Context: an optimization exercise on an open-source flow, tuned for small area and a short achievable clock period. The choices shown serve that exercise and are no tape-out recipe. No run shown here included a check of the RTL's function; only the layout flow was run. Power and IR drop assume default switching activity.

File: design/flow/config.mk
export PLATFORM = sky130hd
export DESIGN_NAME = mode_banks_top
export DESIGN_NICKNAME = mode_banks_top
export VERILOG_FILES = /design/flow/design.v
export SDC_FILE = /design/flow/constraint.sdc
export NUM_CORES = 4
export LEC_CHECK = 0
export CAP_MARGIN = 20
export CORE_MARGIN = 2
export CORE_UTILIZATION = 40
export SETUP_SLACK_MARGIN = 2.75
export SLEW_MARGIN = 20
export SYNTH_HIERARCHICAL = 1
export SYNTH_MINIMUM_KEEP_SIZE = 0
File: design/flow/constraint.sdc
create_clock -name core_clock -period 5.5 [get_ports {clk}]
set_input_delay 1.1000 -clock core_clock [delete_from_list [all_inputs] [get_ports {clk}]]
set_output_delay 1.1000 -clock core_clock [all_outputs]
set_load 0.01 [all_outputs]
File: design/flow/design.v
`default_nettype none
package mode_regs_pkg;
    localparam int num_modes = 4;
    localparam int mode_idx_w = 2;
    localparam int addr_w = 8;
    localparam int data_w = 16;
    localparam int mode_base_addr = 4;
    localparam int regs_per_mode = 8;
    localparam int mode_stride = 9;
    localparam int reg_sample_count = 0;
    localparam int reg_line_count = 1;
    localparam int reg_h_front_porch = 2;
    localparam int reg_h_sync_length = 3;
    localparam int reg_h_blank = 4;
    localparam int reg_v_front_porch = 5;
    localparam int reg_v_sync_length = 6;
    localparam int reg_v_blank = 7;
    localparam int reg_valid = 8;
endpackage
`default_nettype wire
`default_nettype none
package video_timing_pkg;
    localparam int val_w = 16;
    localparam int cfg_w = 8 * val_w;
    localparam int cfg_sample_count  = 112;
    localparam int cfg_line_count    = 96;
    localparam int cfg_h_front_porch = 80;
    localparam int cfg_h_sync_length = 64;
    localparam int cfg_h_blank       = 48;
    localparam int cfg_v_front_porch = 32;
    localparam int cfg_v_sync_length = 16;
    localparam int cfg_v_blank       = 0;
    localparam int meas_samples = 16;
    localparam int meas_lines   = 0;
    localparam int tim_h_total_minus_one = 112;
    localparam int tim_v_total_minus_one = 96;
    localparam int tim_h_blank           = 80;
    localparam int tim_h_sync_start      = 64;
    localparam int tim_h_sync_end        = 48;
    localparam int tim_v_blank           = 32;
    localparam int tim_v_sync_start      = 16;
    localparam int tim_v_sync_end        = 0;
    localparam logic [cfg_w-1:0] default_mode = {
        16'd1280,   
        16'd720,    
        16'd110,    
        16'd40,     
        16'd370,    
        16'd5,      
        16'd5,      
        16'd30      
    };
endpackage
`default_nettype wire
`timescale 1ns/100ps
`default_nettype none
module mb_aoi21 (
    input  wire a,
    input  wire b,
    input  wire c,
    output wire y
);
    assign y = ~(a | (b & c));
endmodule
module mb_oai21 (
    input  wire a,
    input  wire b,
    input  wire c,
    output wire y
);
    assign y = ~(a & (b | c));
endmodule
module mb_nand2 (
    input  wire a,
    input  wire b,
    output wire y
);
    assign y = ~(a & b);
endmodule
module mb_nor2 (
    input  wire a,
    input  wire b,
    output wire y
);
    assign y = ~(a | b);
endmodule
module mb_xor2 (
    input  wire a,
    input  wire b,
    output wire y
);
    assign y = a ^ b;
endmodule
module mb_xnor2 (
    input  wire a,
    input  wire b,
    output wire y
);
    assign y = ~(a ^ b);
endmodule
module mb_or2 (
    input  wire a,
    input  wire b,
    output wire y
);
    assign y = a | b;
endmodule
module mb_maj3 (
    input  wire a,
    input  wire b,
    input  wire c,
    output wire y
);
    assign y = (a & b) | (a & c) | (b & c);
endmodule
module mb_fa (
    input  wire a,
    input  wire b,
    input  wire c,
    output wire s,
    output wire y
);
    wire x;
    mb_xor2 i_x (.a(a), .b(b), .y(x));
    mb_xor2 i_s (.a(x), .b(c), .y(s));
    mb_maj3 i_y (.a(a), .b(b), .c(c), .y(y));
endmodule
module mb_add16 (
    input  wire [15:0] a,
    input  wire [15:0] b,
    output wire [15:0] s
);
    wire [15:0] g [5];
    wire [15:0] t [5];
    wire [15:0] p;
    for (genvar i = 0; i < 16; i++) begin : g_pg
        mb_nand2 i_g (.a(a[i]), .b(b[i]), .y(g[0][i]));
        mb_nor2  i_t (.a(a[i]), .b(b[i]), .y(t[0][i]));
        mb_xor2  i_p (.a(a[i]), .b(b[i]), .y(p[i]));
    end
    for (genvar k = 1; k <= 4; k++) begin : g_lvl
        localparam int D = 1 << (k - 1);
        for (genvar i = 0; i < 16; i++) begin : g_bit
            if (i < D) begin : g_done
                assign g[k][i] = g[k-1][i];
                assign t[k][i] = t[k-1][i];
            end else begin : g_cell
                localparam int PI = k % 2;
                localparam int J = i - D;
                localparam int NL = J >= 8 ? 4 : J >= 4 ? 3 : J >= 2 ? 2 : J;
                localparam int PL = (1 + ((k - 1) < NL ? (k - 1) : NL)) % 2;
                wire gl = (PL == PI) ? g[k-1][i-D] : ~g[k-1][i-D];
                if (PI == 0) begin : g_aoi
                    mb_aoi21 i_g (.a(g[k-1][i]), .b(t[k-1][i]), .c(gl), .y(g[k][i]));
                    if (i >= 2 * D) begin : g_t
                        mb_nand2 i_t (.a(t[k-1][i]), .b(t[k-1][i-D]), .y(t[k][i]));
                    end else begin : g_nt
                        assign t[k][i] = 1'b0;
                    end
                end else begin : g_oai
                    mb_oai21 i_g (.a(g[k-1][i]), .b(t[k-1][i]), .c(gl), .y(g[k][i]));
                    if (i >= 2 * D) begin : g_t
                        mb_nor2 i_t (.a(t[k-1][i]), .b(t[k-1][i-D]), .y(t[k][i]));
                    end else begin : g_nt
                        assign t[k][i] = 1'b0;
                    end
                end
            end
        end
    end
    assign s[0] = p[0];
    for (genvar i = 1; i < 16; i++) begin : g_sum
        localparam int J = i - 1;
        localparam int NL = J >= 8 ? 4 : J >= 4 ? 3 : J >= 2 ? 2 : J;
        if (((1 + NL) % 2) == 0) begin : g_pos
            mb_xor2  i_s (.a(p[i]), .b(g[4][i-1]), .y(s[i]));
        end else begin : g_neg
            mb_xnor2 i_s (.a(p[i]), .b(g[4][i-1]), .y(s[i]));
        end
    end
endmodule
module timing_calc (
    input  wire [127:0] cfg,
    output wire [127:0] tim
);
    wire [15:0] sc  = cfg[112 +: 16];
    wire [15:0] lc  = cfg[96  +: 16];
    wire [15:0] hfp = cfg[80  +: 16];
    wire [15:0] hsl = cfg[64  +: 16];
    wire [15:0] hb  = cfg[48  +: 16];
    wire [15:0] vfp = cfg[32  +: 16];
    wire [15:0] vsl = cfg[16  +: 16];
    wire [15:0] vb  = cfg[0   +: 16];
    wire [15:0] ht_s, ht_c, vt_s, vt_c, he_s, he_y, ve_s, ve_y;
    for (genvar i = 0; i < 16; i++) begin : g_csa
        mb_xnor2 i_hts (.a(sc[i]), .b(hb[i]), .y(ht_s[i]));
        mb_or2   i_htc (.a(sc[i]), .b(hb[i]), .y(ht_c[i]));
        mb_xnor2 i_vts (.a(lc[i]), .b(vb[i]), .y(vt_s[i]));
        mb_or2   i_vtc (.a(lc[i]), .b(vb[i]), .y(vt_c[i]));
        mb_fa    i_he  (.a(hfp[i]), .b(hsl[i]), .c(sc[i]), .s(he_s[i]), .y(he_y[i]));
        mb_fa    i_ve  (.a(vfp[i]), .b(vsl[i]), .c(lc[i]), .s(ve_s[i]), .y(ve_y[i]));
    end
    wire [15:0] h_total, v_total, h_sync_start, h_sync_end, v_sync_start, v_sync_end;
    mb_add16 i_ht  (.a(ht_s), .b({ht_c[14:0], 1'b0}),.s(h_total));
    mb_add16 i_vt  (.a(vt_s), .b({vt_c[14:0], 1'b0}),.s(v_total));
    mb_add16 i_hss (.a(sc),   .b(hfp),                .s(h_sync_start));
    mb_add16 i_hse (.a(he_s), .b({he_y[14:0], 1'b0}), .s(h_sync_end));
    mb_add16 i_vss (.a(lc),   .b(vfp),                .s(v_sync_start));
    mb_add16 i_vse (.a(ve_s), .b({ve_y[14:0], 1'b0}), .s(v_sync_end));
    assign tim = {h_total, v_total, hb, h_sync_start, h_sync_end, vb, v_sync_start, v_sync_end};
endmodule
`default_nettype wire
`timescale 1ns/100ps
`default_nettype none
module mode_banks_top (
    input  wire          clk,
    input  wire          rst,
    input  wire          reg_write,
    input  wire [23:0]   reg_wr,             
    input  wire          find_mode_req,
    input  wire [31:0]   meas,               
    output wire [3:0]    mode_match_safe,
    output wire          dirty_modes,
    output wire          mode_change,
    output wire          vid_mode_change,
    output wire [127:0]  timing
);
    wire [7:0]  wr_addr = reg_wr[23:16];
    wire [15:0] wr_data = reg_wr[15:0];
    logic [4*128-1:0] cfg;
    logic [3:0]       valid;
    logic [3:0]       dirty;
    logic             dirty_q;
    logic [3:0]       sel;        
    logic [3:0]       last;
    logic             change;
    logic             vchange;
    logic [127:0]     tim;
    logic [3:0]       ld, ldx, ldn, ldxn;
    logic             hold;       
    logic [3:0] hit [9];
    always_comb begin
        for (int m = 0; m < 4; m++) begin
            for (int o = 0; o < 9; o++) begin
                hit[o][m] = reg_write && (wr_addr == 8'(4 + 9 * m + o));
            end
        end
    end
    for (genvar m = 0; m < 4; m++) begin : g_mode
        for (genvar o = 0; o < 8; o++) begin : g_field
            wire        we = hit[o][m] && !valid[m];
            wire [15:0] d;
            wire        wn = !we;
            for (genvar b = 0; b < 16; b++) begin : g_bit
                mb_hold1 i_hold (
                    .we  (we),
                    .wen (wn),
                    .wd  (wr_data[b]),
                    .q   (cfg[m*128 + (7-o)*16 + b]),
                    .d   (d[b])
                );
            end
            always_ff @(posedge clk) begin
                cfg[m*128 + (7-o)*16 +: 16] <= d;
            end
        end
    end
    logic [3:0] valid_n, dirty_n, match_n, sel_n, last_n, keep_n;
    logic       change_n;
    logic [3:0] load_n;
    always_comb begin
        for (int m = 0; m < 4; m++) begin
            valid_n[m] = hit[8][m] ? wr_data[0] : valid[m];
            if (hit[8][m] && wr_data[0]) dirty_n[m] = 1'b1;
            else if (ld[m])              dirty_n[m] = 1'b0;
            else                         dirty_n[m] = dirty[m];
            match_n[m] = valid[m] &&
                         cfg[m*128 + 112 +: 16] == meas[31:16] &&
                         cfg[m*128 + 96  +: 16] == meas[15:0];
        end
        sel_n[0] = match_n[0];
        sel_n[1] = match_n[1] && !match_n[0];
        sel_n[2] = match_n[2] && !match_n[1] && !match_n[0];
        sel_n[3] = match_n[3] && !match_n[2] && !match_n[1] && !match_n[0];
        last_n = hold ? last : ld;
        keep_n = ~last_n | dirty_n;
        load_n   = sel_n & keep_n & {4{find_mode_req}};
        change_n = |load_n;
    end
    always_ff @(posedge clk or posedge rst) begin
        if (rst) begin
            valid   <= '0;
            dirty   <= '0;
            dirty_q <= 1'b0;
            sel     <= '0;
            last    <= '0;
            change  <= 1'b0;
            vchange <= 1'b0;
            ld      <= '0;
            ldn     <= '1;
            hold    <= 1'b1;
        end else begin
            valid   <= valid_n;
            dirty   <= dirty_n;
            dirty_q <= |dirty;
            sel     <= sel_n;
            last    <= last_n;
            change  <= change_n;
            vchange <= !hold;
            ld      <= load_n;
            ldn     <= ~load_n;
            hold    <= !change_n;
        end
    end
    always_ff @(posedge clk) begin
        ldx  <= load_n;
        ldxn <= ~load_n;
    end
    logic [127:0] c;
    always_comb begin
        c[127:96] = '0;
        c[95:64]  = '0;
        c[63:32]  = '1;
        c[31:0]   = '1;
        for (int m = 0; m < 4; m++) begin
            c[127:96] = c[127:96] | ({32{ld[m]}}  & cfg[m*128 + 96 +: 32]);
            c[95:64]  = c[95:64]  | ({32{ldx[m]}} & cfg[m*128 + 64 +: 32]);
            c[63:32]  = c[63:32]  & ({32{ldn[m]}}  | cfg[m*128 + 32 +: 32]);
            c[31:0]   = c[31:0]   & ({32{ldxn[m]}} | cfg[m*128 +: 32]);
        end
    end
    wire [127:0] tim_n;
    timing_calc i_timing_calc (.cfg(c), .tim(tim_n));
    localparam logic [127:0] tim_rst = {
        16'd1649, 16'd749, 16'd370, 16'd1390, 16'd1430, 16'd30, 16'd725, 16'd730
    };
    wire         ld_any = !hold;
    wire [127:0] tim_d;
    for (genvar b = 0; b < 128; b++) begin : g_tim
        mb_hold1 i_hold (
            .we  (ld_any),
            .wen (hold),
            .wd  (tim_n[b]),
            .q   (tim[b]),
            .d   (tim_d[b])
        );
    end
    always_ff @(posedge clk or posedge rst) begin
        if (rst) begin
            tim <= tim_rst;
        end else begin
            tim <= tim_d;
        end
    end
    assign mode_match_safe = sel;
    assign dirty_modes     = dirty_q;
    assign mode_change     = change;
    assign vid_mode_change = vchange;
    assign timing          = tim;
endmodule
module mb_hold1 (
    input  wire we,
    input  wire wen,
    input  wire wd,
    input  wire q,
    output wire d
);
    assign d = (we & wd) | (wen & q);
endmodule
`default_nettype wire
File: design/flow/flow/run.sh
#!/bin/bash
# The standard layout, except that the port buffers are buf_2 cells
# rather than the resizer's default pick (a slow delay buffer); repair may
# still resize them. Everything else is the standard flow unchanged.
set -euo pipefail
export BUFFER_PORTS_ARGS="-buffer_cell sky130_fd_sc_hd__buf_2"
bash standard.sh > standard.log 2>&1
File: design/flow/standard.sh
#!/bin/bash
# synth_recipe.tcl (not shown) runs the flow's synth.tcl, then flattens the netlist and writes it again
# the make line also repeats each setting of config.mk as NAME=value (left out here)
make -C /OpenROAD-flow-scripts/flow DESIGN_CONFIG=/design/flow/config.mk WORK_HOME=/design/flow/orfs CLKGATE_MAP_FILE= SYNTH_SCRIPT=/design/flow/synth_recipe.tcl "${@:-finish}"
==> results.txt, run 1 <==
* Num ports at ~200
* Starting Density at 0.403
* Slew at the pin closest to its max-slew limit at 1.06 ns
* Reg-to-reg startpoint: ldn[2]$_DFF_PP1_
* Data required, critical path at 6.03 ns
* Core Footprint at 77,300 um2
* FMAX at 0.352 GHz
* Vias in the first global route at between 20,000 and 30,000
* RD Place Congestion at approximately 0.9
* Comb pwr share at 0.040
* Clock transition at path regs at about 0.060 ns
* Clock Latency Late Sink at between 0.6 and 0.7 ns
* Total congestion overflow at 0
* Final Setup Violations at 0
* Max FO, Critical Path at 7
* CP endpoint kind: register
* Final slew viol count at 0
* VDD IR max at around 260 uV
* Final Critical Period at about 2.8 ns
* FP Rows at between 100 and 150
* DP HPWL at between 60,000 and 70,000 um
* Nets at around 3,600
* Max Cap Viol at 0
* Syn-to-layout area delta at 29.1%
* Sw frac at 0.232
* Die width at 283 um
* WL/cell at 24.0 um
* Post-route clock skew at between 0.03 and 0.04 ns
* Hold path depth at 1
* DR iter-0 viols at between 2,000 and 3,000
* Cell Pwr Density at ~270 nW/um2
* H-tree depth at 3
* Clk buf depth at 3
* First-pass GRT wire length at approximately 160,000 um
* CTS tree: yes
* Worst Hold Path EP: cfg[429]$_DFF_P_
* Outcome: no timing/DRC/antenna violations
* Net load switching power at approximately 2500 uW
* Antenna violations before repair at 7
* Die area at 80,200 um2
* Pint at 8230 uW
* Sequential share of power at 0.482
* Relative slew slack at 0.295
* Post-synthesis cell count at approximately 3,100
* Final Hold Fails at 0
* Worst EP arrival at 3.37 ns
* Pre-antenna DRT Iters at 6
* DR vias at between 20,000 and 30,000
* Power Total at around 11,000 uW
* Fin crit share at 0.517
* Layout fillers at 6,913
* Worst reg-to-reg setup slack at roughly 2.7 ns
* Clock Power Share at 0.478
* Hold path startpoint: cfg[429]$_DFF_P_
* Buffers added on ports at roughly 190
* # DRC at 0
* # hold bufs at CTS at 0
* Post-Syn Area at 31,200 um2
* Final TNS setup at 0 ns
* Unrepaired setup endpoints after global routing: yes
* Final WL at ~110,000 um
* Ys Warns at 9
* Crit path launch type: register
* Worst r2r dst: tim[15]$_DFF_PP0_
* Largest net degree at the start of global routing at around 160
* Pleak at approximately 0.017 uW
* Total CTS buffers at 73
* Hold WC Path Type: register to register
* Share of layout cells above drive strength 1 at 0.346
* Kind of critical path: register to register
* Drt via density at approximately 6
* Root buf cell: clkbuf_16
* Die Ht at between 200 and 300 um
* Antenna-violating nets left at 0
* Syn Area/Cell at ~10 um2
* FF-to-FF path depth at 12
* Clock sink total at slightly below 700
* GRT Util Overall at 0.255
[state kept, by name (all words and copies together) (netlist names)]
name and count:
ld 4, ldxn 4, tim 128, valid 4
last 4, ldn 4, cfg 512, dirty_q 1
sel 4, dirty 4, hold 1, ldx 4
change 1, vchange 1
[worst max-delay path: stages, from the launching register on]
cell and delay, ns:
dfstp_4 0.68, buf_4 0.14, o22ai_1 0.11, nor2_4 0.25, xor2_2 0.23, xor2_2 0.30
nor2_4 0.11, nor2_4 0.19, nand2_2 0.10, o21ai_2 0.19, a21oi_2 0.10, xnor2_1 0.13
a22o_1 0.20
[what timing repair did]
action	4_1_cts	5_1_grt
endpoints found under the setup margin	369	365
pin swaps	26	160
cloned	0	9
resized for setup	195	433
setup buffers	66	103
[final cells by class]
cell class	instances	area (um2)	area share
antenna	4	10.0	0.000249
inverter	64	392	0.00973
timing repair inverter	3	31.3	0.000777
sequential	676	14400	0.358
clock buffer	109	2150	0.0533
timing repair buffer	380	2790	0.0693
clock inverter	27	340	0.00845
multi-input combinational	2297	18800	0.467
tap	1040	1300	0.0323
[layer usage]
| metal | global-route usage | up-vias | share of wire |
|---|---|---|---|
| met2 | 0.397 | 1063 | 0.46 |
| met3 | 0.0407 | 154 | 0.071 |
| li1 | - | 12400 | - |
| met4 | 0.0672 | 6 | 0.021 |
| met1 | 0.366 | 13500 | 0.44 |
| met5 | 0 | - | 0.00032 |
[metrics by stage]
step	utilization	worst slack, ns	hold WS, ns	instances	cell area, um2
after floorplan	-	2.29	0.431	3128	31600
after global placement	0.433	1.83	0.452	4282	33500
after detailed placement	0.433	1.79	0.453	4282	33500
after CTS	0.483	2.58	0.473	4484	37400
after global routing	0.520	2.56	0.483	4596	40200
final	0.520	2.66	0.469	4600	40300
[power groups by stage]
stage	Combinational (uW)	Clock, uW	Sequential, uW
global placement	404	0	5260
global route	458	5420	5180
floorplan	217	0	5230
detailed placement	409	0	5260
finish	431	5130	5160
CTS	414	5200	5150
[layout by cell type, fill, tap and decap left out, types with 30 or more instances in the layout]
master,n
a22o_1,640
dfxtp_1,516
xor2_1,261
buf_2,192
nand2_1,168
nor2_1,143
buf_4,143
o22ai_1,122
a21oi_2,115
dfrtp_1,100
o21ai_1,93
xnor2_1,78
clkbuf_16,78
nor2_2,74
a22oi_1,71
nor2_4,67
a22oi_2,57
nand2_2,52
dfstp_2,47
o21ai_2,45
xor2_2,41
nand2_4,40
maj3_2,30
[worst max path at each step]
stage | startpoint | end | slack (ns) | cells past startpoint
after floorplan | hold$_DFF_PP1_ | tim[0]$_DFF_PP0_ | 2.29 | 3
after global placement | reg_wr[22] | cfg[157]$_DFF_P_ | 1.83 | 7
after detailed placement | reg_wr[22] | cfg[149]$_DFF_P_ | 1.79 | 7
after CTS | ld[0]$_DFF_PP0_ | tim[15]$_DFF_PP0_ | 2.58 | 12
after global routing | ldn[2]$_DFF_PP1_ | tim[15]$_DFF_PP0_ | 2.56 | 12
final | ldn[2]$_DFF_PP1_ | tim[15]$_DFF_PP0_ | 2.66 | 12
==> run 2: changes to the inputs <==
--- a/design/flow/config.mk
+++ b/design/flow/config.mk
@@ -9,4 +9,5 @@
 export CORE_MARGIN = 2
-export CORE_UTILIZATION = 40
-export SETUP_SLACK_MARGIN = 2.75
+export CORE_UTILIZATION = 50
+export PLACE_DENSITY = 0.75
+export SETUP_SLACK_MARGIN = 2.5
 export SLEW_MARGIN = 20
==> run 2 against run 1 <==
Compared with the run above: clock power shrank 3%; critical endpoint is now cfg[104]$_DFF_P_; count of clock-buffer cells in the layout shrank 6; critical path depth shrank 5; register-to-register slack lost 0.14 ns; design area shrank 9.8%; still clean on timing, DRC and antenna.
==> results.txt, run 2 <==
* Outcome: no timing/DRC/antenna violations
* FF-to-FF path depth at 11 (-1)
* CP endpoint kind: register
* WL/cell at 23.3 um (-2.8%)
* Worst EP arrival at 3.63 ns (+0.26 ns)
* Cell count after placement at 4,083 (-4.6%)
* Share of layout cells above drive strength 1 at 0.216 (-0.130)
* Clock Latency Late Sink at 0.62 ns (-0.02 ns)
* Beginning of the critical path: reg_wr[22]
* FMAX at 0.325 GHz (-7.7%)
* Total congestion overflow at 0 (unchanged)
* Crit path launch type: primary input
* Total CTS buffers at 71 (-2.7%)
* Vias in the first global route at 25,000 (-1.4%)
* Ys Warns at 9 (unchanged)
* DR vias at 26,600 (-2.0%)
* Syn-to-layout area delta at 16.5%
* Final Setup Violations at 0 (unchanged)
* Layout fillers at 5,240 (-24%)
* Storage cell area at 14,400 um2 (about the same)
* Comb pwr share at 0.039 (about the same)
* Layout Cells excl Fill at 4,236 (-7.9%)
* CTS tree: yes
* Area of the multi-input gates at 16,700 um2 (-11%)
* RD Place Congestion at 0.951 (+5.6%)
* Clock transition at path regs at 0.06 ns (about the same)
* Sw frac at 0.230 (-0.00163)
* DP HPWL at 65,100 um (-6.7%)
* Number of flip-flops in the largest register at 512 (unchanged)
* Max Cap Viol at 0 (unchanged)
* FP Rows at 91 (-11%)
* # hold bufs at CTS at 0 (unchanged)
* Worst reg-to-reg setup slack at 2.52 ns (-0.14 ns)
* Fin util at 0.589 (+0.0682)
* Final WL at 98,800 um (-11%)
* H-tree depth at 3 (unchanged)
* Starting Density at 0.505 (+0.102)
* CP endpoint: cfg[104]$_DFF_P_
* Top flop regs: cfg (512), tim (128)
* Worst r2r dst: tim[63]$_DFF_PP0_
* Max FO, Critical Path at 17 (+10)
* First-pass GRT wire length at 148,000 um (-7.7%)
* Clock sink total at 676 (unchanged)
* Final TNS setup at 0 ns (unchanged)
* Data required, critical path at 6.06 ns (+0.03 ns)
* Sequential share of power at 0.489 (+0.007)
* Fin crit share at 0.560 (+0.0431)
* Pint at 8130 uW (-1.3%)
* Drt via density at 6.27 (+6.4%)
* Reg-to-reg startpoint: ld[0]$_DFF_PP0_
* Clock Power Share at 0.473 (-0.005)
* Buffers added on ports at 194 (unchanged)
* DR iter-0 viols at 2,955 (+15%)
* Post-synthesis cell count at 3,121 (unchanged)
* Cell Pwr Density at 291 nW/um2 (+9.2%)
* Final slew viol count at 0 (unchanged)
* Antenna violations before repair at 6 (-1)
* Slew at the pin closest to its max-slew limit at 1.04 ns (-0.0154 ns)
* Syn Area/Cell at 9.99 um2 (unchanged)
* Pre-antenna DRT Iters at 6 (unchanged)
* Hold path startpoint: cfg[423]$_DFF_P_
* Kind of critical path: primary input to register
* Core Footprint at 61,700 um2 (-20%)
* CP max stage delay at 0.53 ns (-0.15 ns)
* Largest net degree at the start of global routing at 157 (unchanged)
* Antenna-violating nets left at 0 (unchanged)
* Nets at 3,402 (-4.3%)
* Num ports at 195 (unchanged)
* Final Critical Period at 3.08 ns (+0.237 ns)
* Die area at 64,400 um2 (-20%)
* Crit-path cells: buf_2, or3b_1, or3_1, nor2_1, nand2_1, clkinvlp_4, a22o_1
* Die width at 254 um (-10%)
* Root buf cell: clkbuf_16
* Leading cell type in the layout, fill and taps excluded: a22o_1
* Clk buf depth at 3 (unchanged)
* Final Hold Fails at 0 (unchanged)
* # DRC at 0 (unchanged)
* Post-Syn Area at 31,200 um2 (unchanged)
* Most frequent cells in the layout: a22o_1, dfxtp_1, xor2_1
* Post-route clock skew at 0.0222 ns (-0.0156 ns)
* Unrepaired setup endpoints after global routing: yes
* Die Ht at 254 um (-10%)
* Most flop-heavy register: cfg
* Net load switching power at 2430 uW (-2.2%)
* Pleak at 0.0159 uW (-8.6%)
* Relative slew slack at 0.305 (+0.0103)
* GRT Util Overall at 0.296 (+0.0415)
* Max stage delay cell, worst path: clkinvlp_4
* VDD IR max at 219 uV (-16%)
* Hold WC Path Type: register to register
==> run 2: critical path, delay by kind of cell <==
family,cells,cell delay (ns)
buf+inv,2,0.63
simple gates,4,1.68
compound gates,1,0.20
==> run 2: how the worst min path moves through the flow <==
stage	to	slack (ns)	depth (start not counted)
global placement	cfg[350]$_DFF_P_	0.45	1
detailed placement	cfg[88]$_DFF_P_	0.45	1
CTS	cfg[454]$_DFF_P_	0.47	1
finish	cfg[423]$_DFF_P_	0.47	1
global route	cfg[164]$_DFF_P_	0.48	1
floorplan	dirty_q$_DFF_PP0_	0.43	1
==> run 2: per-layer routing <==
metal  global-route usage  routed length [um]
met5                    0                  46
met4                0.108                3310
met3               0.0664                9300
met2                0.462               44500
met1                0.403               41700
==> run 2: power groups by stage <==
stage | registers, uW | logic, uW | clock network, uW
after detailed placement | 5260 | 393 | 0
after CTS | 5160 | 396 | 5030
after global placement | 5250 | 384 | 0
after global routing | 5170 | 431 | 5210
after floorplan | 5230 | 208 | 0
final | 5160 | 407 | 4990
==> run 2: stage by stage <==
stage	cell area (um2)	total power [uW]	worst slack (ns)	hold WS, ns
CTS	35600	10600	2.39	0.472
global placement	33000	5640	1.78	0.452
detailed placement	33000	5650	1.72	0.454
finish	36300	10600	2.42	0.471
floorplan	31300	5440	2.29	0.431
global route	36300	10800	2.33	0.481
==> run 2: layout make-up <==
type | instances | area share
diodes | 1 | 0.0000689
clock buffers | 103 | 0.0599
clock inverters | 26 | 0.00682
inverters | 64 | 0.00906
multi-input cells | 2293 | 0.461
flip-flops and latches | 676 | 0.397
well taps | 837 | 0.0288
repair buffers | 236 | 0.0379
==> run 2: what timing repair did <==
action,in CTS,in global routing
setup endpoints to repair,298,477
pin swaps,2,10
gates resized for setup,54,126
buffers inserted,9,14
gates cloned,0,0
==> run 3: changes to the inputs <==
--- a/design/flow/design.v
+++ b/design/flow/design.v
@@ -240,2 +240,12 @@
     logic             hold;       
+    logic [4:0] hdec;
+    logic [7:0] ldec;
+    always_comb begin
+        for (int h = 0; h < 5; h++) begin
+            hdec[h] = reg_write && (wr_addr[7:3] == 5'(h));
+        end
+        for (int l = 0; l < 8; l++) begin
+            ldec[l] = (wr_addr[2:0] == 3'(l));
+        end
+    end
     logic [3:0] hit [9];
@@ -244,3 +254,3 @@
             for (int o = 0; o < 9; o++) begin
-                hit[o][m] = reg_write && (wr_addr == 8'(4 + 9 * m + o));
+                hit[o][m] = hdec[(4 + 9 * m + o) / 8] && ldec[(4 + 9 * m + o) % 8];
             end
@@ -250,5 +260,7 @@
         for (genvar o = 0; o < 8; o++) begin : g_field
-            wire        we = hit[o][m] && !valid[m];
+            localparam int A = 4 + 9 * m + o;
+            wire        we, wn;
             wire [15:0] d;
-            wire        wn = !we;
+            mb_and3  i_we (.a(hdec[A / 8]), .b(ldec[A % 8]), .c(!valid[m]), .y(we));
+            mb_nand3 i_wn (.a(hdec[A / 8]), .b(ldec[A % 8]), .c(!valid[m]), .y(wn));
             for (genvar b = 0; b < 16; b++) begin : g_bit
@@ -267,3 +279,27 @@
     end
-    logic [3:0] valid_n, dirty_n, match_n, sel_n, last_n, keep_n;
+    logic [3:0] match_n;
+    for (genvar m = 0; m < 4; m++) begin : g_cmp
+        wire [31:0] ne0;
+        wire [15:0] eq1;
+        wire [7:0]  ne2;
+        wire [3:0]  eq3;
+        wire [1:0]  ne4;
+        for (genvar i = 0; i < 32; i++) begin : g_x
+            mb_xor2 i_x (.a(cfg[m*128 + 96 + i]), .b(meas[i]), .y(ne0[i]));
+        end
+        for (genvar i = 0; i < 16; i++) begin : g_1
+            mb_nor2 i_r (.a(ne0[2*i]), .b(ne0[2*i+1]), .y(eq1[i]));
+        end
+        for (genvar i = 0; i < 8; i++) begin : g_2
+            mb_nand2 i_r (.a(eq1[2*i]), .b(eq1[2*i+1]), .y(ne2[i]));
+        end
+        for (genvar i = 0; i < 4; i++) begin : g_3
+            mb_nor2 i_r (.a(ne2[2*i]), .b(ne2[2*i+1]), .y(eq3[i]));
+        end
+        for (genvar i = 0; i < 2; i++) begin : g_4
+            mb_nand2 i_r (.a(eq3[2*i]), .b(eq3[2*i+1]), .y(ne4[i]));
+        end
+        mb_nor3 i_m (.a(ne4[0]), .b(ne4[1]), .c(!valid[m]), .y(match_n[m]));
+    end
+    logic [3:0] valid_n, dirty_n, sel_n, last_n, keep_n;
     logic       change_n;
@@ -276,5 +312,2 @@
             else                         dirty_n[m] = dirty[m];
-            match_n[m] = valid[m] &&
-                         cfg[m*128 + 112 +: 16] == meas[31:16] &&
-                         cfg[m*128 + 96  +: 16] == meas[15:0];
         end
@@ -360,2 +393,26 @@
 endmodule
+module mb_and3 (
+    input  wire a,
+    input  wire b,
+    input  wire c,
+    output wire y
+);
+    assign y = a & b & c;
+endmodule
+module mb_nand3 (
+    input  wire a,
+    input  wire b,
+    input  wire c,
+    output wire y
+);
+    assign y = ~(a & b & c);
+endmodule
+module mb_nor3 (
+    input  wire a,
+    input  wire b,
+    input  wire c,
+    output wire y
+);
+    assign y = ~(a | b | c);
+endmodule
 module mb_hold1 (
--- a/design/flow/config.mk
+++ b/design/flow/config.mk
@@ -9,4 +9,3 @@
 export CORE_MARGIN = 2
-export CORE_UTILIZATION = 50
-export PLACE_DENSITY = 0.75
+export CORE_UTILIZATION = 40
 export SETUP_SLACK_MARGIN = 2.5
==> run 3 against run 2 <==
Compared with the run above: still clean; count of clock-buffer cells in the layout is 4 higher; routed wire length is 2.6% higher; clock skew is 0.016 ns higher; hold slack worse by 0.0042 ns; final cell count is 6.2% higher; die area is 26% higher; area after synthesis is 0.89% higher; utilization is 11 points lower; via count is 1.5% lower; sequential power is 4.3% lower; largest cell class unchanged.
==> results.txt, run 3 <==
* GRT Util Overall at 0.243 (-0.0538)
* Share of layout cells above drive strength 1 at 0.224 (+0.00772)
* Fin crit share at 0.579 (+0.0190)
* Final Critical Period at 3.18 ns (+0.105 ns)
* Clock sink total at 676 (unchanged)
* Top flop regs: cfg (512), tim (128)
* Cell count after placement at 4,344 (+6.4%)
* Die Ht at 284 um (+12%)
* # hold bufs at CTS at 0 (unchanged)
* Unrepaired setup endpoints after global routing: yes
* Clock transition at path regs at 0.06 ns (about the same)
* Num ports at 195 (unchanged)
* Syn-to-layout area delta at 18.6%
* Number of flip-flops in the largest register at 512 (unchanged)
* Cell Pwr Density at 287 nW/um2 (-1.3%)
* Antenna violations before repair at 9 (+3)
* FF-to-FF path depth at 11 (unchanged)
* Worst Hold Path EP: cfg[181]$_DFF_P_
* Clock Latency Late Sink at 0.63 ns (about the same)
* Reg-to-reg startpoint: ld[1]$_DFF_PP0_
* Outcome: no timing/DRC/antenna violations
* Storage cell area at 14,400 um2 (about the same)
* Max Cap Viol at 0 (unchanged)
* CP endpoint kind: register
* Final TNS setup at 0 ns (unchanged)
* Antenna-violating nets left at 0 (unchanged)
* Data required, critical path at 5.99 ns (-0.07 ns)
* Most frequent cells in the layout: a22o_1, dfxtp_1, nor2_1
* Syn Area/Cell at 9.90 um2 (-0.86%)
* RD Place Congestion at 0.888 (-6.6%)
* Kind of critical path: primary input to register
* Final Hold Fails at 0 (unchanged)
* Final worst slack at 2.32 ns (-0.105 ns)
* FP Rows at 102 (+12%)
* DP HPWL at 67,500 um (+3.6%)
* Clk buf depth at 3 (unchanged)
* Layout Cells excl Fill at 4,497 (+6.2%)
* Crit path launch type: primary input
* Post-Place Cell Area at 33,400 um2 (+1.3%)
* Starting Density at 0.405 (-0.0998)
* Post-Syn Area at 31,500 um2 (+0.89%)
* CTS tree: yes
* Total CTS buffers at 75 (+5.6%)
* # DRC at 0 (unchanged)
* Post-synthesis cell count at 3,176 (+1.8%)
* Beginning of the critical path: reg_wr[16]
* Final WL at 101,000 um (+2.6%)
* Layout fillers at 7,276 (+39%)
* Power Total at 10,700 uW (+1.3%)
* Nets at 3,454 (+1.5%)
* Drt via density at 5.82 (-7.2%)
* DR iter-0 viols at 2,201 (-26%)
* VDD IR max at 195 uV (-11%)
* Pleak at 0.0160 uW (+0.57%)
* Hold WC Path Type: register to register
* Total congestion overflow at 0 (unchanged)
* WL/cell at 22.6 um (-3.4%)
* Die width at 284 um (+12%)
* Die area at 80,900 um2 (+26%)
* Worst r2r dst: tim[13]$_DFF_PP0_
* Leading cell type in the layout, fill and taps excluded: a22o_1
* Buffers added on ports at 194 (unchanged)
* DP Worst Slack at 1.76 ns (+0.0330 ns)
* DR vias at 26,200 (-1.5%)
* Most flop-heavy register: cfg
* Design Area, Final at 37,300 um2 (+2.7%)
* Worst reg-to-reg setup slack at 2.60 ns (+0.08 ns)
* Pre-antenna DRT Iters at 5 (-1)
* FMAX at 0.314 GHz (-3.3%)
* Relative slew slack at 0.122 (-0.183)
* Max FO, Critical Path at 16 (-1)
* First-pass GRT wire length at 155,000 um (+4.5%)
* H-tree depth at 3 (unchanged)
* Ys Warns at 9 (unchanged)
* Hold path depth at 1 (unchanged)
* Vias in the first global route at 25,200 (+0.68%)
* Hold path startpoint: cfg[181]$_DFF_P_
* Final Setup Violations at 0 (unchanged)
* Core Footprint at 77,600 um2 (+26%)
* Post-route clock skew at 0.0384 ns (+0.0162 ns)
* Largest net degree at the start of global routing at 82 (-48%)
* Worst EP arrival at 3.67 ns (+0.04 ns)
* Final slew viol count at 0 (unchanged)
* Root buf cell: clkbuf_16
* Area of the multi-input gates at 17,500 um2 (+4.3%)
* Slew at the pin closest to its max-slew limit at 1.31 ns (+0.272 ns)
==> run 3: worst max-delay path, cell delays in order <==
cell	delay (ns)
buf_2	0.16
nor3b_1	1.06
nand3_1	0.89
a22o_1	0.44
==> run 3: how the worst max path moves through the flow <==
| stage | end | cells past startpoint | slack [ns] |
|---|---|---|---|
| after detailed placement | cfg[248]$_DFF_P_ | 5 | 1.76 |
| final | cfg[333]$_DFF_P_ | 4 | 2.32 |
| after global placement | cfg[245]$_DFF_P_ | 5 | 1.81 |
| after floorplan | tim[0]$_DFF_PP0_ | 3 | 2.28 |
| after CTS | cfg[231]$_DFF_P_ | 5 | 2.45 |
| after global routing | cfg[333]$_DFF_P_ | 4 | 2.32 |
==> run 3: power by group <==
| part | leakage, uW | internal (uW) | total [uW] | switching [uW] |
|---|---|---|---|---|
| clock network | 0.00132 | 3350 | 5480 | 2130 |
| registers | 0.00613 | 4930 | 4940 | 11.9 |
| logic | 0.00853 | 67.8 | 276 | 208 |
| total | 0.0160 | 8350 | 10700 | 2350 |
==> run 3: cell type report <==
| cell class | instances | area share |
|---|---|---|
| multi-input combinational | 2380 | 0.468 |
| tap | 1040 | 0.0349 |
| clock inverter | 31 | 0.0142 |
| inverter | 36 | 0.00382 |
| timing repair buffer | 225 | 0.0335 |
| sequential | 676 | 0.387 |
| clock buffer | 107 | 0.0584 |
| antenna | 2 | 0.000134 |
==> run 3: stage by stage <==
step,util,hold WS [ns]
final,0.481,0.467
after detailed placement,0.431,0.454
after global routing,0.481,0.474
after floorplan,-,0.424
after CTS,0.470,0.472
after global placement,0.431,0.452
==> run 3: timing repair <==
action / in CTS / in global routing
setup endpoints to repair: 146 / 481
buffers inserted: 5 / 8
gates cloned: 0 / 0
pin swaps: 1 / 6
gates resized for setup: 83 / 171
endpoints found under the hold margin: 0 / 0
==> run 3: per-layer routing <==
metal	track usage	routed length [um]	vias up
li1	-	-	12200
met1	0.345	47000	12900
met2	0.380	45500	887
met3	0.0404	6810	134
met4	0.0658	2040	6
met5	0	38	-
==> run 4: changes to the inputs <==
--- a/design/flow/config.mk
+++ b/design/flow/config.mk
@@ -10,2 +10,4 @@
 export CORE_UTILIZATION = 40
+export CTS_CLUSTER_DIAMETER = 80
+export CTS_CLUSTER_SIZE = 24
 export SETUP_SLACK_MARGIN = 2.5
==> run 4 against run 3 <==
Compared with the run above: count of clock-buffer cells in the layout fell by 54; synthesized cell count did not move; routed wire length fell by 1.3%; critical endpoint is now cfg[326]$_DFF_P_.
==> results.txt, run 4 <==
* Outcome: no timing/DRC/antenna violations
* Post-synthesis cell count at 3,176 (unchanged)
* FP Rows at 102 (unchanged)
* Worst EP arrival at 3.64 ns (-0.03 ns)
* Area of the multi-input gates at 17,200 um2 (-1.3%)
* Crit-path cells: buf_2, nor3b_1, nand3_1, a22o_1
* GRT Util Overall at 0.239 (-0.00350)
* Pre-antenna DRT Iters at 6 (+1)
* Most flop-heavy register: cfg
* Max FO, Critical Path at 16 (unchanged)
* DP HPWL at 67,500 um (unchanged)
* Clock transition at path regs at 0.10 ns (+0.04 ns)
* Storage cell area at 14,400 um2 (unchanged)
* Crit path launch type: primary input
* FMAX at 0.318 GHz (+1.3%)
* Power Total at 8610 uW (-20%)
* Post-route clock skew at 0.0401 ns (+0.00167 ns)
* # hold bufs at CTS at 0 (unchanged)
* Die width at 284 um (unchanged)
* Final WL at 100,000 um (-1.3%)
* Total CTS buffers at 40 (-47%)
* Data required, critical path at 6.00 ns (about the same)
* Leading cell type in the layout, fill and taps excluded: a22o_1
* Nets at 3,430 (-0.69%)
* Top delay family on crit path: simple AND/OR/NAND/NOR gates
* Syn-to-layout area delta at 13.7%
* Antenna violations before repair at 9 (unchanged)
* Max stage delay cell, worst path: nor3b_1
* Die area at 80,900 um2 (unchanged)
* Relative slew slack at 0.135 (+0.0131)
* Worst reg-to-reg setup slack at 2.58 ns (-0.02 ns)
* Post-Syn Area at 31,500 um2 (unchanged)
* DR iter-0 viols at 2,009 (-8.7%)
* Largest net degree at the start of global routing at 82 (unchanged)
* Cell Pwr Density at 241 nW/um2 (-16%)
* Root buf cell: clkbuf_16
* CP endpoint kind: register
* DR vias at 25,900 (-1.1%)
* Total congestion overflow at 0 (unchanged)
* Share of layout cells above drive strength 1 at 0.202 (-0.0222)
* Clock sink total at 676 (unchanged)
* Starting Density at 0.405 (unchanged)
* Fin crit share at 0.571 (-0.00741)
* First-pass GRT wire length at 153,000 um (-1.2%)
* Buffers added on ports at 194 (unchanged)
* Clock Latency Late Sink at 0.62 ns (about the same)
* Cell count after placement at 4,344 (unchanged)
* Max Cap Viol at 0 (unchanged)
* # DRC at 0 (unchanged)
* CTS tree: yes
* Most frequent cells in the layout: a22o_1, dfxtp_1, nor2_1, xor2_1, nand2_1
* Crit path buf inv count at 1 (unchanged)
* Die Ht at 284 um (unchanged)
* CP max stage delay at 1.05 ns (about the same)
* Num ports at 195 (unchanged)
* Clk buf depth at 3 (unchanged)
* Layout fillers at 7,419 (+2.0%)
* Hold WC Path Type: register to register
* Vias in the first global route at 24,700 (-1.8%)
* Final Setup Violations at 0 (unchanged)
* Final slew viol count at 0 (unchanged)
* Drt via density at 5.83 (+0.13%)
* Final TNS setup at 0 ns (unchanged)
* H-tree depth at 2 (-1)
* Ys Warns at 9 (unchanged)
* Number of flip-flops in the largest register at 512 (unchanged)
* Final Hold Fails at 0 (unchanged)
* Layout Cells excl Fill at 4,442 (-1.2%)
* Syn Area/Cell at 9.90 um2 (unchanged)
* Top flop regs: cfg (512), tim (128)
* Fin util at 0.461 (-0.0196)
* Antenna-violating nets left at 0 (unchanged)
* Slew at the pin closest to its max-slew limit at 1.29 ns (-0.0196 ns)
* Final Critical Period at 3.14 ns (-0.0408 ns)
* Unrepaired setup endpoints after global routing: yes
* WL/cell at 22.5 um (about the same)
* Kind of critical path: primary input to register
* RD Place Congestion at 0.888 (unchanged)
* Pleak at 0.0153 uW (-3.9%)
* Core Footprint at 77,600 um2 (unchanged)
* Final worst slack at 2.36 ns (+0.0408 ns)
* DP Worst Slack at 1.76 ns (unchanged)
* VDD IR max at 191 uV (-2.5%)
run 4: layout make-up:
class                           instances  area share
Multi-Input combinational cell       2380       0.481
Sequential cell                       676       0.403
Timing Repair Buffer                  236      0.0375
Tap cell                             1040      0.0364
Clock buffer                           53      0.0314
Clock inverter                         18     0.00570
Inverter                               36     0.00399
Antenna cell                            3    0.000210
run 4: power by group:
part	leakage, uW	internal (uW)	total, uW	switching (uW)
sequential	0.00613	4930	4940	11.6
clock	0.000649	1520	3400	1870
combinational	0.00857	67.8	275	208
total	0.0153	6520	8610	2090
run 4: stage by stage:
stage | hold slack (ns) | area (um2)
floorplan | 0.424 | 31500
global placement | 0.452 | 33400
detailed placement | 0.454 | 33400
CTS | 0.478 | 35000
global route | 0.486 | 35800
finish | 0.476 | 35800
run 4: worst paths after layout:
path,start,to,cells past startpoint
max,reg_wr[16],cfg[326]$_DFF_P_,4
min,cfg[399]$_DFF_P_,cfg[399]$_DFF_P_,1
max reg2reg,ld[1]$_DFF_PP0_,tim[14]$_DFF_PP0_,11
min reg2reg,cfg[399]$_DFF_P_,cfg[399]$_DFF_P_,1
max in group asynchronous,rst,tim[37]$_DFF_PP0_,3
min in group asynchronous,rst,dirty_q$_DFF_PP0_,2
run 4: metal layers:
layer	wire length [um]	GRT usage	share of wire
met1	46600	0.345	0.47
met2	45000	0.375	0.45
met3	6670	0.0372	0.067
met4	1800	0.0542	0.018
met5	93	0	0.00093
run 4: repair_timing:
action	4_1_cts	5_1_grt
resized for setup	65	142
setup buffers	6	18
pin swaps	0	5
setup endpoints to repair	162	491
run 4: worst register-to-register path: stages, from the launching register on:
cell	delay, ns
dfrtp_4	0.53
buf_4	0.24
a22oi_1	0.29
nand2_4	0.21
maj3_2	0.40
nor2_1	0.27
o21ai_1	0.18
a21oi_2	0.18
o21ai_2	0.10
a21oi_2	0.15
xnor2_1	0.09
a22o_1	0.20
==> run 5: changes to the inputs <==
==> design/flow/flow/run.sh (replaced) <==
#!/bin/bash
# The standard layout (standard.sh) with two changes:
# - the port buffers are buf_2 cells rather than the resizer's default
#   pick (a slow delay buffer); repair may still resize them;
# - MATCH_CELL_FOOTPRINT=0, so the resizer may size a cell to any drive
#   strength, not only to one with the same footprint.
# Synthesis, floorplan, power grid, CTS and routing are otherwise unchanged.
set -euo pipefail
export BUFFER_PORTS_ARGS="-buffer_cell sky130_fd_sc_hd__buf_2"
sed 's/"${@:-finish}"/MATCH_CELL_FOOTPRINT=0 "${@:-finish}"/' standard.sh > standard_free.sh
grep -q 'MATCH_CELL_FOOTPRINT=0' standard_free.sh
bash standard_free.sh > standard.log 2>&1
--- a/design/flow/config.mk
+++ b/design/flow/config.mk
@@ -10,4 +10,2 @@
 export CORE_UTILIZATION = 40
-export CTS_CLUSTER_DIAMETER = 80
-export CTS_CLUSTER_SIZE = 24
 export SETUP_SLACK_MARGIN = 2.5
==> run 5 against run 4 <==
Compared with the run above: design area rose by 3.6%; die area did not move; area after synthesis did not move; routed wire length rose by 1.3%; first-iteration DRC count rose by 20%; combinational power barely moved; highest routed layer unchanged.
==> results.txt, run 5 <==
* Die width at 284 um (unchanged)
* FP Rows at 102 (unchanged)
* GRT Util Overall at 0.241 (+0.00226)
* Clock Latency Late Sink at 0.63 ns (about the same)
* Syn Area/Cell at 9.90 um2 (unchanged)
* Drt via density at 5.77 (-1.0%)
* Die area at 80,900 um2 (unchanged)
* Syn-to-layout area delta at 17.8%
* Final Critical Period at 3.15 ns (+0.00388 ns)
* Max Cap Viol at 0 (unchanged)
* Number of flip-flops in the largest register at 512 (unchanged)
* Starting Density at 0.405 (unchanged)
* Pint at 8040 uW (+23%)
* Max FO, Critical Path at 16 (unchanged)
* Beginning of the critical path: reg_wr[21]
* Nets at 3,464 (+0.99%)
* DR vias at 26,000 (+0.44%)
* Root buf cell: clkbuf_16
* First-pass GRT wire length at 154,000 um (+0.61%)
* Most frequent cells in the layout: a22o_1, dfxtp_1, nor2_1
* Num ports at 195 (unchanged)
* Hold path startpoint: cfg[201]$_DFF_P_
* Post-Syn Area at 31,500 um2 (unchanged)
* DP HPWL at 67,600 um (+0.19%)
* Post-route clock skew at 0.0248 ns (-0.0153 ns)
* RD Place Congestion at 0.906 (+2.0%)
* Net load switching power at 2340 uW (+12%)
* Clock Power Share at 0.498 (+0.103)
* Buffers added on ports at 194 (unchanged)
* Cell count after placement at 4,348 (+0.092%)
* Sw frac at 0.226 (-0.0174)
* Kind of critical path: primary input to register
* Fin crit share at 0.572 (+0.000705)
* FMAX at 0.318 GHz (-0.12%)
* Reg-to-reg startpoint: ld[0]$_DFF_PP0_
* Data required, critical path at 6.01 ns (about the same)
* Antenna violations before repair at 14 (+5)
* Worst EP arrival at 3.65 ns (about the same)
* # hold bufs at CTS at 0 (unchanged)
* Final WL at 101,000 um (+1.3%)
* # DRC at 0 (unchanged)
* Relative slew slack at 0.245 (+0.110)
* Total congestion overflow at 0 (unchanged)
* Vias in the first global route at 24,900 (+0.74%)
* H-tree depth at 3 (+1)
* Antenna-violating nets left at 0 (unchanged)
* Final Hold Fails at 0 (unchanged)
* Clock sink total at 676 (unchanged)
* Leading cell type in the layout, fill and taps excluded: a22o_1
* Slew at the pin closest to its max-slew limit at 1.13 ns (-0.165 ns)
* Pleak at 0.0159 uW (+3.7%)
* CTS tree: yes
* WL/cell at 22.5 um (-0.16%)
* VDD IR max at 212 uV (+11%)
* Hold WC Path Type: register to register
* Die Ht at 284 um (unchanged)
* CP max stage delay at 0.74 ns (-0.31 ns)
* CP endpoint kind: register
* Clk buf depth at 3 (unchanged)
* Most flop-heavy register: cfg
* Share of layout cells above drive strength 1 at 0.216 (+0.0145)
* Cell Pwr Density at 280 nW/um2 (+16%)
* Layout Cells excl Fill at 4,508 (+1.5%)
* Max stage delay cell, worst path: nand3_1
* Outcome: no timing/DRC/antenna violations
* Final TNS setup at 0 ns (unchanged)
* Largest net degree at the start of global routing at 83 (+1.2%)
* DR iter-0 viols at 2,417 (+20%)
* Crit path launch type: primary input
* Final Setup Violations at 0 (unchanged)
* Crit-path cells: buf_2, nor4b_4, and2_1, nand3_1, a22o_1
* Sequential share of power at 0.476 (-0.097)
* Comb pwr share at 0.026 (-0.006)
* Crit path buf inv count at 1 (unchanged)
* Pre-antenna DRT Iters at 9 (+3)
* Total CTS buffers at 75 (+88%)
* Top flop regs: cfg (512), tim (128)
* Post-synthesis cell count at 3,176 (unchanged)
* Core Footprint at 77,600 um2 (unchanged)
* Ys Warns at 9 (unchanged)
* Final slew viol count at 0 (unchanged)
* Top delay family on crit path: simple AND/OR/NAND/NOR gates
* Unrepaired setup endpoints after global routing: yes
* Clock transition at path regs at 0.06 ns (-0.04 ns)
==> run 5: cell types whose count changed in the layout (fill, tap and decap cells not counted), moves of 5 or more <==
cell       change
xor2_2         +7
clkinv_2      +14
bufinv_16      +6
clkbuf_8      +12
a22oi_2        +7
clkbuf_1       +6
nand3_1        +5
a22oi_1        -7
buf_4          -5
clkbuf_16     +34
xor2_1         -7
nand3_2        -5
nor2_2         -6
==> run 5: cell type report <==
type	instances	area, um2
Fill cell	7412	40500
Tap cell	1040	1300
Sequential cell	676	14400
Timing Repair Buffer	235	1370
Clock buffer	105	2160
Antenna cell	6	15.0
Multi-Input combinational cell	2380	17300
Inverter	36	143
Clock inverter	30	354
==> run 5: metrics by stage <==
stage	utilization	total power, uW	instance area [um2]	setup slack (ns)	hold WS [ns]
6_report	0.477	10400	37000	2.35	0.469
5_1_grt	0.477	10700	37000	2.26	0.477
3_5_place_dp	0.431	5320	33400	1.75	0.454
2_1_floorplan	-	5150	31500	2.38	0.424
4_1_cts	0.467	10500	36200	2.45	0.472
3_3_place_gp	0.431	5310	33400	1.77	0.453
==> run 5: metal layers <==
| layer | part of all wire | track usage | up-vias |
|---|---|---|---|
| met2 | 0.45 | 0.371 | 871 |
| li1 | - | - | 12300 |
| met1 | 0.47 | 0.347 | 12700 |
| met3 | 0.067 | 0.0440 | 98 |
| met5 | 0.00073 | 0 | - |
| met4 | 0.015 | 0.0646 | 12 |
==> run 5: worst paths after layout <==
path / endpoint / slack, ns / cells past startpoint
max: cfg[503]$_DFF_P_ / 2.35 / 5
min: cfg[201]$_DFF_P_ / 0.47 / 1
max reg2reg: tim[63]$_DFF_PP0_ / 2.58 / 11
min reg2reg: cfg[201]$_DFF_P_ / 0.47 / 1
max in group asynchronous: tim[38]$_DFF_PP0_ / 3.87 / 3
min in group asynchronous: dirty_q$_DFF_PP0_ / 0.55 / 2
==> run 5: power groups by stage <==
| stage | registers [uW] | logic [uW] | clock network, uW |
|---|---|---|---|
| floorplan | 5050 | 102 | 0 |
| global placement | 5050 | 265 | 0 |
| detailed placement | 5050 | 267 | 0 |
| CTS | 4940 | 269 | 5240 |
| global route | 4940 | 296 | 5450 |
| finish | 4940 | 274 | 5170 |
==> run 5: what timing repair did <==
action                                 4_1_cts  5_1_grt
endpoints found under the hold margin        0        0
gates cloned                                 0        0
setup endpoints to repair                  123      459
resized for setup                           75      144
setup buffers                                4       15
pin swaps                                    0        9
==> run 6: changes to the inputs <==
--- a/design/flow/config.mk
+++ b/design/flow/config.mk
@@ -10,2 +10,4 @@
 export CORE_UTILIZATION = 40
+export CTS_CLUSTER_DIAMETER = 80
+export CTS_CLUSTER_SIZE = 24
 export SETUP_SLACK_MARGIN = 2.5
==> run 6 against run 5 <==
Compared with the run above: combinational power about the same; worst setup slack got worse by 0.039 ns; clock skew increased by 0.0056 ns; global-route usage is 0.36 points lower; utilization fell by 1.5 points; register-to-register slack improved by 0.02 ns; die area unchanged; largest power group is now sequential cells; final cell count decreased by 1.3%; clock power is 32% lower; non-clock buffer count is 5 higher; hold slack better by 0.0076 ns; sequential cell count did not move; still clean.
==> results.txt, run 6 <==
* Outcome: no timing/DRC/antenna violations
* Most frequent cells in the layout: a22o_1, dfxtp_1, nor2_1
* Top flop regs: cfg (512), tim (128)
* Worst EP arrival at 3.68 ns (+0.03 ns)
* Clock transition at path regs at 0.09 ns (+0.03 ns)
* Max stage delay cell, worst path: nand3_1
* Crit-path cells: buf_2, nor4b_4, and2_1, nand3_1, a22o_1
* FP Rows at 102 (unchanged)
* Met3 WL at 7080 um (+3.8%)
* Final slew viol count at 0 (unchanged)
* Core Footprint at 77,600 um2 (unchanged)
* Die Ht at 284 um (unchanged)
* Clock Latency Late Sink at 0.61 ns (-0.02 ns)
* DR vias at 25,900 (-0.53%)
* Net load switching power at 2120 uW (-9.8%)
* Max Cap Viol at 0 (unchanged)
* Final Setup Violations at 0 (unchanged)
* Fin crit share at 0.579 (+0.00704)
* Unrepaired setup endpoints after global routing: yes
* Crit path buf inv count at 1 (unchanged)
* Hold WC Path Type: register to register
* Wire length on met2 at 44,800 um (-1.8%)
* Final Hold Fails at 0 (unchanged)
* Design Area, Final at 35,900 um2 (-3.1%)
* Pleak at 0.0153 uW (-3.7%)
* Number of flip-flops in the largest register at 512 (unchanged)
* Antenna-violating nets left at 0 (unchanged)
* Data required, critical path at 6.00 ns (about the same)
* Antenna violations before repair at 14 (unchanged)
* Largest net degree at the start of global routing at 83 (unchanged)
* Top delay family on crit path: simple AND/OR/NAND/NOR gates
* CP max stage delay at 0.73 ns (about the same)
* Relative slew slack at 0.260 (+0.0141)
* Fin util at 0.463 (-0.0147)
* Die width at 284 um (unchanged)
* # DRC at 0 (unchanged)
* CP endpoint kind: register
* DP Worst Slack at 1.75 ns (unchanged)
* Crit path launch type: primary input
* Final worst slack at 2.32 ns (-0.0387 ns)
* Highest routed layer: met5
* Sw frac at 0.243 (+0.0170)
* GRT Util Overall at 0.238 (-0.00364)
* Post-route clock skew at 0.0304 ns (+0.00556 ns)
* Syn-to-layout area delta at 14.2%
* RD Place Congestion at 0.906 (unchanged)
* Root buf cell: clkbuf_16
* Die area at 80,900 um2 (unchanged)
* Comb pwr share at 0.032 (+0.006)
* Final Critical Period at 3.18 ns (+0.0387 ns)
* Leading cell type in the layout, fill and taps excluded: a22o_1
* Cell Pwr Density at 243 nW/um2 (-13%)
* Buffers added on ports at 194 (unchanged)
* Final WL at 101,000 um (-0.86%)
* DP HPWL at 67,600 um (unchanged)
* Post-Syn Area at 31,500 um2 (unchanged)
* Min Hold Slack at 0.477 ns (+0.00760 ns)
* First-pass GRT wire length at 152,000 um (-1.4%)
* Ys Warns at 9 (unchanged)
* Pint at 6600 uW (-18%)
* VDD IR max at 199 uV (-6.1%)
* WL/cell at 22.6 um (+0.41%)
* Share of layout cells above drive strength 1 at 0.201 (-0.0157)
* Total CTS buffers at 41 (-45%)
* Max FO, Critical Path at 16 (unchanged)
* Final TNS setup at 0 ns (unchanged)
* # hold bufs at CTS at 0 (unchanged)
* Clk buf depth at 3 (unchanged)
* Kind of critical path: primary input to register
* Total congestion overflow at 0 (unchanged)
* Met1 Wirelength at 46,200 um (-2.4%)
* Nets at 3,435 (-0.84%)
* Clock sink total at 676 (unchanged)
* CTS tree: yes
* FMAX at 0.314 GHz (-1.2%)
* Num ports at 195 (unchanged)
* DR iter-0 viols at 2,317 (-4.1%)
* Sequential share of power at 0.567 (+0.091)
* Vias in the first global route at 24,600 (-1.4%)
* Drt via density at 5.81 (+0.74%)
* Clock Power Share at 0.401 (-0.097)
* Most flop-heavy register: cfg
* H-tree depth at 2 (-1)
* Post-Place Cell Area at 33,400 um2 (unchanged)
* Syn Area/Cell at 9.90 um2 (unchanged)
* Post-synthesis cell count at 3,176 (unchanged)
* Starting Density at 0.405 (unchanged)
* Slew at the pin closest to its max-slew limit at 1.11 ns (-0.0211 ns)
* Pre-antenna DRT Iters at 5 (-4)
## run 6: final cells by class
type / count / area, um2
fillers: 7517 / 41700
multi-input cells: 2380 / 17200
flip-flops and latches: 676 / 14400
repair buffers: 240 / 1410
well taps: 1040 / 1300
clock buffers: 54 / 1140
clock inverters: 18 / 268
inverters: 36 / 143
diodes: 7 / 17.5
## run 6: worst paths after layout
check	startpoint	endpoint	slack, ns	cells after the start
setup / recovery	reg_wr[21]	cfg[293]$_DFF_P_	2.32	5
hold / removal	cfg[153]$_DFF_P_	cfg[153]$_DFF_P_	0.48	1
setup reg to reg	ldn[0]$_DFF_PP1_	tim[10]$_DFF_PP0_	2.60	11
hold reg to reg	cfg[153]$_DFF_P_	cfg[153]$_DFF_P_	0.48	1
max in group asynchronous	rst	tim[32]$_DFF_PP0_	3.87	3
min in group asynchronous	rst	tim[113]$_DFF_PP0_	0.56	2
## run 6: power by group through the flow
stage	clock network (uW)	logic, uW	registers, uW
2_1_floorplan	0	102	5050
3_3_place_gp	0	265	5050
3_5_place_dp	0	267	5050
4_1_cts	3570	269	4940
5_1_grt	3740	297	4940
6_report	3500	276	4940
## run 6: stage by stage
stage               total power [uW]  instances
floorplan                       5150       3183
global placement                5310       4348
detailed placement              5320       4348
CTS                             8780       4424
global route                    8980       4447
finish                          8710       4451
## run 6: timing repair
action,CTS,global route
setup endpoints to repair,133,496
pin swaps,0,7
resized for setup,72,131
buffers inserted,4,20
## run 6: routing by layer
metal  up-vias  global-route usage
met5         -                   0
met4        12              0.0714
met3       134              0.0432
met2       854               0.362
met1     12700               0.341
li1      12200                   -

-- re-timing with driven ports --
No port has a modelled driver above. Below, the same layouts with a new extraction and two added sets of constraints. Step 1: set_driving_cell puts a clkbuf_16 on clk and a buf_2 on each other input, an assumption about the parent block. Step 2 adds t to the input delays and takes it off the output delays; t is the mean of the earliest and latest rising clock arrival at the registers after step 1. Input paths then give back, and output paths get back, about the clock's delay inside the block. Slacks: ideal / step 1 / step 2; pairs: ideal / step 1.
run | t, ns | setup WS [ns] | worst setup path after step 2
run 1 | 0.685 | 2.659 / 2.659 / 2.093 | input to register
run 2 | 0.669 | 2.422 / 2.461 / 1.792 | input to register
run 3 | 0.669 | 2.317 / 2.269 / 1.599 | input to register
run 4 | 0.663 | 2.358 / 2.308 / 1.645 | input to register
run 5 | 0.680 | 2.354 / 2.397 / 1.716 | input to register
run 6 | 0.663 | 2.315 / 2.363 / 1.700 | input to register
After both steps setup and hold are still met in every run listed. For run 3, which loses most, drivers alone change the setup slack by -0.048 ns; drivers and shift together by -0.718 ns.
